Background: an optimization exercise with open tools, aiming at a short achievable clock period and few clock cycles. Do not read the settings as production practice.
Only simulation tests tie the RTL to the original design; equivalence was not proved.
Power and IR drop assume default switching activity.

<file path="design/flow/run.sh">
#!/bin/bash
# synth_recipe.tcl (not shown) runs the flow's synth.tcl, then flattens the netlist and writes it again
# the make line also repeats each setting of config.mk as NAME=value (left out here)
make -C /OpenROAD-flow-scripts/flow DESIGN_CONFIG=/design/flow/config.mk WORK_HOME=/design/flow/orfs CLKGATE_MAP_FILE= SYNTH_SCRIPT=/design/flow/synth_recipe.tcl finish
</file>
<file path="design/flow/config.mk">
export PLATFORM = sky130hd
export DESIGN_NAME = mc_datapath
export DESIGN_NICKNAME = mc_datapath
export VERILOG_FILES = /design/flow/design.v
export SDC_FILE = /design/flow/constraint.sdc
export NUM_CORES = 4
export LEC_CHECK = 0
export CAP_MARGIN = 20
export CORE_MARGIN = 2
export CORE_UTILIZATION = 40
export SLEW_MARGIN = 20
</file>
<file path="design/flow/constraint.sdc">
create_clock -name core_clock -period 6.0 [get_ports {clk}]
set_input_delay 1.2000 -clock core_clock [delete_from_list [all_inputs] [get_ports {clk}]]
set_output_delay 1.2000 -clock core_clock [all_outputs]
set_load 0.01 [all_outputs]
</file>
<file path="design/flow/design.v">
module mc_datapath #(
  parameter int              XLEN       = 32,
  parameter int              NREGS      = 32,
  parameter logic [XLEN-1:0] INITIAL_PC = XLEN'(32'h00400000)
) (
  input  logic            clk,
  input  logic            rst,
  output logic            iReq,
  output logic [XLEN-1:0] iAddr,
  input  logic            iReady,
  input  logic [31:0]     instr,
  output logic            dReq,
  output logic            dWe,
  output logic [XLEN-1:0] dAddress,
  output logic [XLEN-1:0] dWriteData,
  input  logic            dReady,
  input  logic [XLEN-1:0] dReadData,
  output logic [XLEN-1:0] PC,
  output logic [XLEN-1:0] WriteBackData,
  output logic            retire,
  output logic            illegal
);
  localparam int              RW      = $clog2(NREGS);
  localparam int              SW      = $clog2(XLEN);
  localparam logic [5:0]      NREGS_L = 6'(NREGS);
  localparam logic [XLEN-1:0] PC_STEP = XLEN'(4);
  typedef enum logic [2:0] {S_FETCH, S_DECODE, S_EXEC, S_MEM, S_WB, S_HALT} state_t;
  typedef enum logic [2:0] {OP_LW, OP_SW, OP_ALUI, OP_ALUR, OP_BR, OP_BAD} op_t;
  state_t          r_state;
  op_t             r_op;
  logic [31:0]     r_ir;
  logic [XLEN-1:0] r_pc, r_a, r_b, r_imm, r_alu, r_wbdata;
  logic [XLEN-1:0] r_regs [NREGS];
  logic            r_taken, r_retire, r_illegal, r_ireq, r_dreq, r_dwe;
  logic [6:0]      w_opc, w_f7, w_sh_hi;
  logic [2:0]      w_f3;
  logic [4:0]      w_rd, w_rs1, w_rs2;
  logic [XLEN-1:0] w_imm_i, w_imm_s, w_imm_b, w_imm, w_opb, w_alu, w_addr, w_target;
  logic [SW-1:0]   w_shamt;
  logic            w_use_rd, w_use_rs2, w_legal, w_lt, w_taken;
  op_t             w_op;
  assign w_opc   = r_ir[6:0];
  assign w_rd    = r_ir[11:7];
  assign w_f3    = r_ir[14:12];
  assign w_rs1   = r_ir[19:15];
  assign w_rs2   = r_ir[24:20];
  assign w_f7    = r_ir[31:25];
  assign w_sh_hi = (XLEN == 64) ? {r_ir[31:26], 1'b0} : r_ir[31:25];
  assign w_imm_i = {{(XLEN-12){r_ir[31]}}, r_ir[31:20]};
  assign w_imm_s = {{(XLEN-12){r_ir[31]}}, r_ir[31:25], r_ir[11:7]};
  assign w_imm_b = {{(XLEN-13){r_ir[31]}}, r_ir[31], r_ir[7], r_ir[30:25], r_ir[11:8], 1'b0};
  function automatic logic in_range(input logic [4:0] idx);
    in_range = ({1'b0, idx} < NREGS_L);
  endfunction
  function automatic logic [XLEN-1:0] rd_reg(input logic [4:0] idx);
    rd_reg = in_range(idx) ? r_regs[idx[RW-1:0]] : '0;
  endfunction
  always_comb begin
    w_op      = OP_BAD;
    w_use_rd  = 1'b0;
    w_use_rs2 = 1'b0;
    w_imm     = '0;
    case (w_opc)
      7'b0000011: if (w_f3 == 3'b010) begin
        w_op = OP_LW; w_use_rd = 1'b1; w_imm = w_imm_i;
      end
      7'b0100011: if (w_f3 == 3'b010) begin
        w_op = OP_SW; w_use_rs2 = 1'b1; w_imm = w_imm_s;
      end
      7'b0010011: if ((w_f3 == 3'b001 && w_sh_hi == 7'h00) ||
                      (w_f3 == 3'b101 && (w_sh_hi == 7'h00 || w_sh_hi == 7'h20)) ||
                      (w_f3 != 3'b001 && w_f3 != 3'b101 && w_f3 != 3'b011)) begin
        w_op = OP_ALUI; w_use_rd = 1'b1; w_imm = w_imm_i;
      end
      7'b0110011: if ((w_f7 == 7'h00 && w_f3 != 3'b011) ||
                      (w_f7 == 7'h20 && (w_f3 == 3'b000 || w_f3 == 3'b101))) begin
        w_op = OP_ALUR; w_use_rd = 1'b1; w_use_rs2 = 1'b1;
      end
      7'b1100011: if (w_f3 == 3'b000 || w_f3 == 3'b001 || w_f3 == 3'b100 || w_f3 == 3'b101) begin
        w_op = OP_BR; w_use_rs2 = 1'b1; w_imm = w_imm_b;
      end
      default: ;
    endcase
    w_legal = (w_op != OP_BAD) && in_range(w_rs1) &&
              (!w_use_rs2 || in_range(w_rs2)) && (!w_use_rd || in_range(w_rd));
  end
  assign w_opb    = (r_op == OP_ALUR || r_op == OP_BR) ? r_b : r_imm;
  assign w_shamt  = (r_op == OP_ALUR) ? r_b[SW-1:0] : r_ir[20 +: SW];
  assign w_lt     = $signed(r_a) < $signed(w_opb);
  assign w_addr   = r_a + r_imm;
  assign w_target = r_pc + r_imm;
  always_comb begin
    w_alu   = '0;
    w_taken = 1'b0;
    case (w_f3)
      3'b000:  w_alu = (r_op == OP_ALUR && r_ir[30]) ? r_a - w_opb : r_a + w_opb;
      3'b010:  w_alu = {{(XLEN-1){1'b0}}, w_lt};
      3'b100:  w_alu = r_a ^ w_opb;
      3'b110:  w_alu = r_a | w_opb;
      3'b111:  w_alu = r_a & w_opb;
      3'b001:  w_alu = r_a << w_shamt;
      3'b101:  w_alu = r_ir[30] ? $unsigned($signed(r_a) >>> w_shamt) : r_a >> w_shamt;
      default: ;
    endcase
    case (w_f3)
      3'b000:  w_taken = (r_a == r_b);
      3'b001:  w_taken = (r_a != r_b);
      3'b100:  w_taken = w_lt;
      3'b101:  w_taken = !w_lt;
      default: ;
    endcase
  end
  always_ff @(posedge clk) begin
    if (rst) begin
      r_state   <= S_FETCH;
      r_op      <= OP_BAD;
      r_pc      <= INITIAL_PC;
      r_ir      <= '0;
      r_a       <= '0;
      r_b       <= '0;
      r_imm     <= '0;
      r_alu     <= '0;
      r_wbdata  <= '0;
      r_taken   <= 1'b0;
      r_retire  <= 1'b0;
      r_illegal <= 1'b0;
      r_ireq    <= 1'b0;
      r_dreq    <= 1'b0;
      r_dwe     <= 1'b0;
      for (int i = 0; i < NREGS; i++) r_regs[i] <= '0;
    end else begin
      case (r_state)
        S_FETCH: begin
          if (!r_ireq) begin
            r_ireq <= 1'b1;
          end else if (iReady) begin
            r_ir    <= instr;
            r_ireq  <= 1'b0;
            r_state <= S_DECODE;
          end
        end
        S_DECODE: begin
          r_a   <= rd_reg(w_rs1);
          r_b   <= rd_reg(w_rs2);
          r_imm <= w_imm;
          r_op  <= w_op;
          if (w_legal) begin
            r_state <= S_EXEC;
          end else begin
            r_illegal <= 1'b1;
            r_state   <= S_HALT;
          end
        end
        S_EXEC: begin
          r_taken <= w_taken;
          if (r_op == OP_BR && w_taken && w_target[1:0] != 2'b00) begin
            r_illegal <= 1'b1;
            r_state   <= S_HALT;
          end else if (r_op == OP_LW || r_op == OP_SW) begin
            r_alu   <= w_addr;
            r_dreq  <= 1'b1;
            r_dwe   <= (r_op == OP_SW);
            r_state <= S_MEM;
          end else begin
            r_alu    <= (r_op == OP_BR) ? w_target : w_alu;
            r_retire <= 1'b1;
            r_state  <= S_WB;
          end
        end
        S_MEM: begin
          if (r_dreq && dReady) begin
            if (r_op == OP_LW) r_alu <= dReadData;
            r_dreq   <= 1'b0;
            r_dwe    <= 1'b0;
            r_retire <= 1'b1;
            r_state  <= S_WB;
          end
        end
        S_WB: begin
          if (r_op != OP_SW && r_op != OP_BR && w_rd != 5'd0) begin
            r_regs[w_rd[RW-1:0]] <= r_alu;
            r_wbdata             <= r_alu;
          end
          r_pc     <= (r_op == OP_BR && r_taken) ? r_alu : r_pc + PC_STEP;
          r_retire <= 1'b0;
          r_ireq   <= 1'b1;
          r_state  <= S_FETCH;
        end
        S_HALT:  ;
        default: r_state <= S_HALT;
      endcase
    end
  end
  assign iReq          = r_ireq;
  assign iAddr         = r_pc;
  assign dReq          = r_dreq;
  assign dWe           = r_dwe;
  assign dAddress      = r_alu;
  assign dWriteData    = r_b;
  assign PC            = r_pc;
  assign WriteBackData = r_wbdata;
  assign retire        = r_retire;
  assign illegal       = r_illegal;
endmodule
</file>
==> results.txt <==
• **measured slew at the worst slew-check pin** 1210 ps
• **average routed wire per standard cell** 35.7 microns
• **vertical extent of the die** 440 microns
• **cell at the slowest stage of the critical path** sky130_fd_sc_hd__a2111o_1
• **Slew Limit Fails** 0
• **global placement routability congestion** 1.02
• **Worst IR Drop VDD** 242 uV
• **post-route clock skew** 56.0 ps
• **run status** timing/DRC/antenna clean
• **setup violators final** 0
• **Initial DRT Pass Iterations** 6
• **total length of routed wires** 321,000 microns
• **number of H-tree branching levels** 4
• **hold buffers post-CTS** 0
• **number of global-route vias before repair** 56.0k
• **clock network power share** 30.5%
• **arrival time of data at the critical path endpoint** 6190 ps
• **Hold Slack** 455 ps
• **pin count of the biggest net entering global routing** 164
• **post-synthesis sequential area ratio** 46.2%
• **required time at the endpoint of the critical path** 6690 ps
• **highest clock rate** 182 MHz
• **kind of end point of the critical path** flop
• **Slew HR** 18.5%
• **yosys warns** 1
• **startpoint class of the critical path** flop
• **clock insertion delay at the later pin of the skew report** 800 ps
• **internal power of the cells** 17,700 uW
• **number of clock sinks** 1,241
• **PnR worst setup slack** 499 ps
• **number of antenna violations at the first check in global routing** 43
• **buffer type at the clock tree root** sky130_fd_sc_hd__clkbuf_16
• **DRC** 0
• **number of buffers inserted during clock tree synthesis** 142
• **remaining global-route overflow** 0
• **proportion of synthesized flip-flops having asynchronous set or reset** 0%
• **synthesized area** 76,000 sq um
• **detailed-placement wirelength estimate** 212,000 microns
• **Hold Crit Class** reg -> reg
• **Cell Pwr Density** 320 nW/um^2
• **cell type contributing the most total cell area after synthesis** sky130_fd_sc_hd__edfxtp_1
• **number of setup buffers added after CTS** 0
• **switching share of power** 35.9%
• **starting utilization of the core area** 40.1%
• **fraction of final layout cells with drive strength greater than 1** 20.0%
• **CTS resizes** 0
• **cell types with the largest area share after synthesis** sky130_fd_sc_hd__edfxtp_1 (40%), sky130_fd_sc_hd__mux4_2 (19%), sky130_fd_sc_hd__and2_1 (8.3%), sky130_fd_sc_hd__dfxtp_1 (5.7%), sky130_fd_sc_hd__ha_1 (2.7%)
• **die width** 440 microns
• **nets** 6,575
• **post-layout minimum cycle time** 5500 ps
• **portion of total power attributed to combinational logic** 31.4%
• **clock transition at the register clock pins on the worst setup and hold paths after CTS** 60 ps
• **Boundary Pins** 233
• **Max clock buf depth** 3
• **Max Fanout on Critical Path** 29
• **Crit path largest cell delay** 550 ps
• **count of input and output buffers** 232
• **Pleak** 0.0296 uW
• **most frequent cell after synthesis** sky130_fd_sc_hd__edfxtp_1
• **overall die area** 194,000 sq um
• **Final period util** 91.7%
• **synth unique cells** 93
• **Main synth FF type** sky130_fd_sc_hd__edfxtp_1
• **post-detailed-route via-to-cell ratio** 6.43
• **Hold Vio Cnt, Final** 0
• **net load switching power** 9910 uW
• **RSZ-0062 raised after global routing** no
• **number of vias in the routed layout** 57.7k
• **max-cap check violation count** 0
• **post-detailed-route count of antenna-violating nets** 0
• **average cell area after synthesis** 12.1 sq um
• **standard-cell rows** 160
• **top cell type's share of synthesized area** 40.4%
• **count of flip-flops with a built-in enable after synthesis** 1,024
• **wire length of the first global-routing pass** 443,000 microns
• **sequential share of power** 38.0%
• **initial drt markers** 7,916
• **final-layout setup total negative slack** 0 ps
• **most instantiated cells after synthesis** sky130_fd_sc_hd__edfxtp_1 (1,024), sky130_fd_sc_hd__and2_1 (1,006), sky130_fd_sc_hd__mux4_2 (657)
• **CTS tree** yes
• **worst setup slack after placement** 610 ps
• **#FFs+latches synth** 1,241
• **Placeable Area** 190,000 sq um
• **cell chain of the critical path** nor2_1 > nand2_1 > nand2_1 > mux2_2 > ha_1 > inv_1 > fa_1 > nand2b_4 > a221o_1 > a21oi_2 > o211ai_2 > a2111o_1 > a2111oi_2 > o31a_4 > or2_4 > nor2_1 > o211a_1 > nor4_2
• **CP Class** reg -> reg
• **Gate Count Post-Synth** 6,279
• **synthesis-to-finish area growth** 13.6%
• **total track usage** 32.7%
registers in the layout, indices dropped and copies added, names as in the netlist, 13 cells and up:
signal	count
r_regs	1024
r_a	32
r_alu	32
r_b	32
r_ir	32
r_pc	32
r_wbdata	32
r_imm	13
worst max-delay path: cells and delay by family, from the launching register on:
kind            cells  cell delay (ps)
compound gates      7             2360
fa+ha+maj           2              440
buf+inv             1               80
flops               1              390
mux                 1              420
simple gates        7             1680
routing by layer:
metal	global-route usage [%]	part of all wire (%)
met5	0	0.034
met2	53.0	47
met4	18.3	6.5
met1	40.8	37
met3	6.84	10
placed cells by master, fill, tap and decap left out, types with 38 or more instances in the layout:
master / synthesis / final
sky130_fd_sc_hd__a211oi_1: 146 / 146
sky130_fd_sc_hd__a21o_1: 54 / 52
sky130_fd_sc_hd__a21oi_1: 315 / 312
sky130_fd_sc_hd__a31oi_1: 38 / 38
sky130_fd_sc_hd__and2_1: 1006 / 1006
sky130_fd_sc_hd__buf_4: 34 / 256
sky130_fd_sc_hd__clkbuf_1: 481 / 42
sky130_fd_sc_hd__clkbuf_16: 0 / 146
sky130_fd_sc_hd__clkdlybuf4s50_1: 0 / 231
sky130_fd_sc_hd__dfxtp_1: 217 / 199
sky130_fd_sc_hd__edfxtp_1: 1024 / 1024
sky130_fd_sc_hd__ha_1: 165 / 165
sky130_fd_sc_hd__inv_1: 129 / 129
sky130_fd_sc_hd__mux2i_1: 160 / 159
sky130_fd_sc_hd__mux4_2: 657 / 657
sky130_fd_sc_hd__nand2_1: 362 / 362
sky130_fd_sc_hd__nand3_1: 63 / 62
sky130_fd_sc_hd__nor2_1: 389 / 354
sky130_fd_sc_hd__nor3_1: 64 / 63
sky130_fd_sc_hd__o211ai_1: 41 / 41
sky130_fd_sc_hd__o21ai_0: 162 / 162
sky130_fd_sc_hd__or2_2: 43 / 42
sky130_fd_sc_hd__xnor2_1: 89 / 89
final timing paths:
kind	startpoint	to	slack, ps	depth (start not counted)
worst min register to register	r_wbdata[7]	r_wbdata[7]	450	2
worst max-delay path	r_op[1]	r_alu[21]	500	18
worst max register to register	r_op[1]	r_alu[21]	500	18
worst min-delay path	r_wbdata[7]	r_wbdata[7]	450	2
cell families (layout without fill, tap and decap cells):
group / Yosys count / after routing / synth area share (%)
and+or+nand+nor: 2111 / 2111 / 14.8
DFF: 1241 / 1241 / 46.2
AOI/OAI and AO/OA: 1039 / 1039 / 8.93
muxes: 837 / 837 / 21.9
buffers and inverters: 761 / 900 / 4.00
adders and majority gates: 169 / 169 / 2.82
xor gates and xnor gates: 120 / 120 / 1.38
other: 1 / 57 / 0.00493
layout make-up:
type | count | area, sq um
diodes | 25 | 62.6
clock buffers | 193 | 3880
clock inverters | 62 | 531
inverters | 131 | 492
flip-flops and latches | 1241 | 35100
repair buffers | 514 | 4770
fillers | 17000 | 103000
multi-input cells | 4308 | 38300
well taps | 2511 | 3140
per-stage QoR:
stage               total power, uW  std cells  area, sq um  utilization (%)
floorplan                     15400       6310        76200                -
global placement              19100       8705        81900             43.2
detailed placement            19100       8705        81900             43.2
CTS                           27500       8960        86300             45.5
global route                  28400       8961        86300             45.5
finish                        27600       8985        86300             45.5
power groups by stage:
stage               clock [uW]  sequential [uW]  combinational (uW)
floorplan                    0            10200                5170
global placement             0            10600                8490
detailed placement           0            10700                8460
CTS                       8520            10500                8490
global route              8830            10500                9050
finish                    8430            10500                8690
Testbench counts, summed over its fixed seeds: cycles 131,491.

## separate check: timing with driven ports
The results above use ideal ports. As a check the final layout listed here was re-extracted and re-timed, cells and wires unchanged.
Step 1 (the two cells are an assumption about what drives the block):
set clk [get_ports {clk}]
set_driving_cell -lib_cell sky130_fd_sc_hd__clkbuf_16 $clk
set_driving_cell -lib_cell sky130_fd_sc_hd__buf_2 [delete_from_list [all_inputs] $clk]
Step 2, shift: input delay + t, output delay - t, t = (earliest + latest rising clock arrival at the registers) / 2. This alone moves slack from input paths to output paths.
Three values: no drivers, after step 1, after step 2; two values: the first two.
t (ns): 0.857
slack for setup (ns): 0.499 / 0.499 / 0.499
worst setup path at the end: register to register
After both steps setup and hold are still met in this run. The setup slack of this run moves by 0.000 ns with the drivers and by 0.000 ns with both steps.
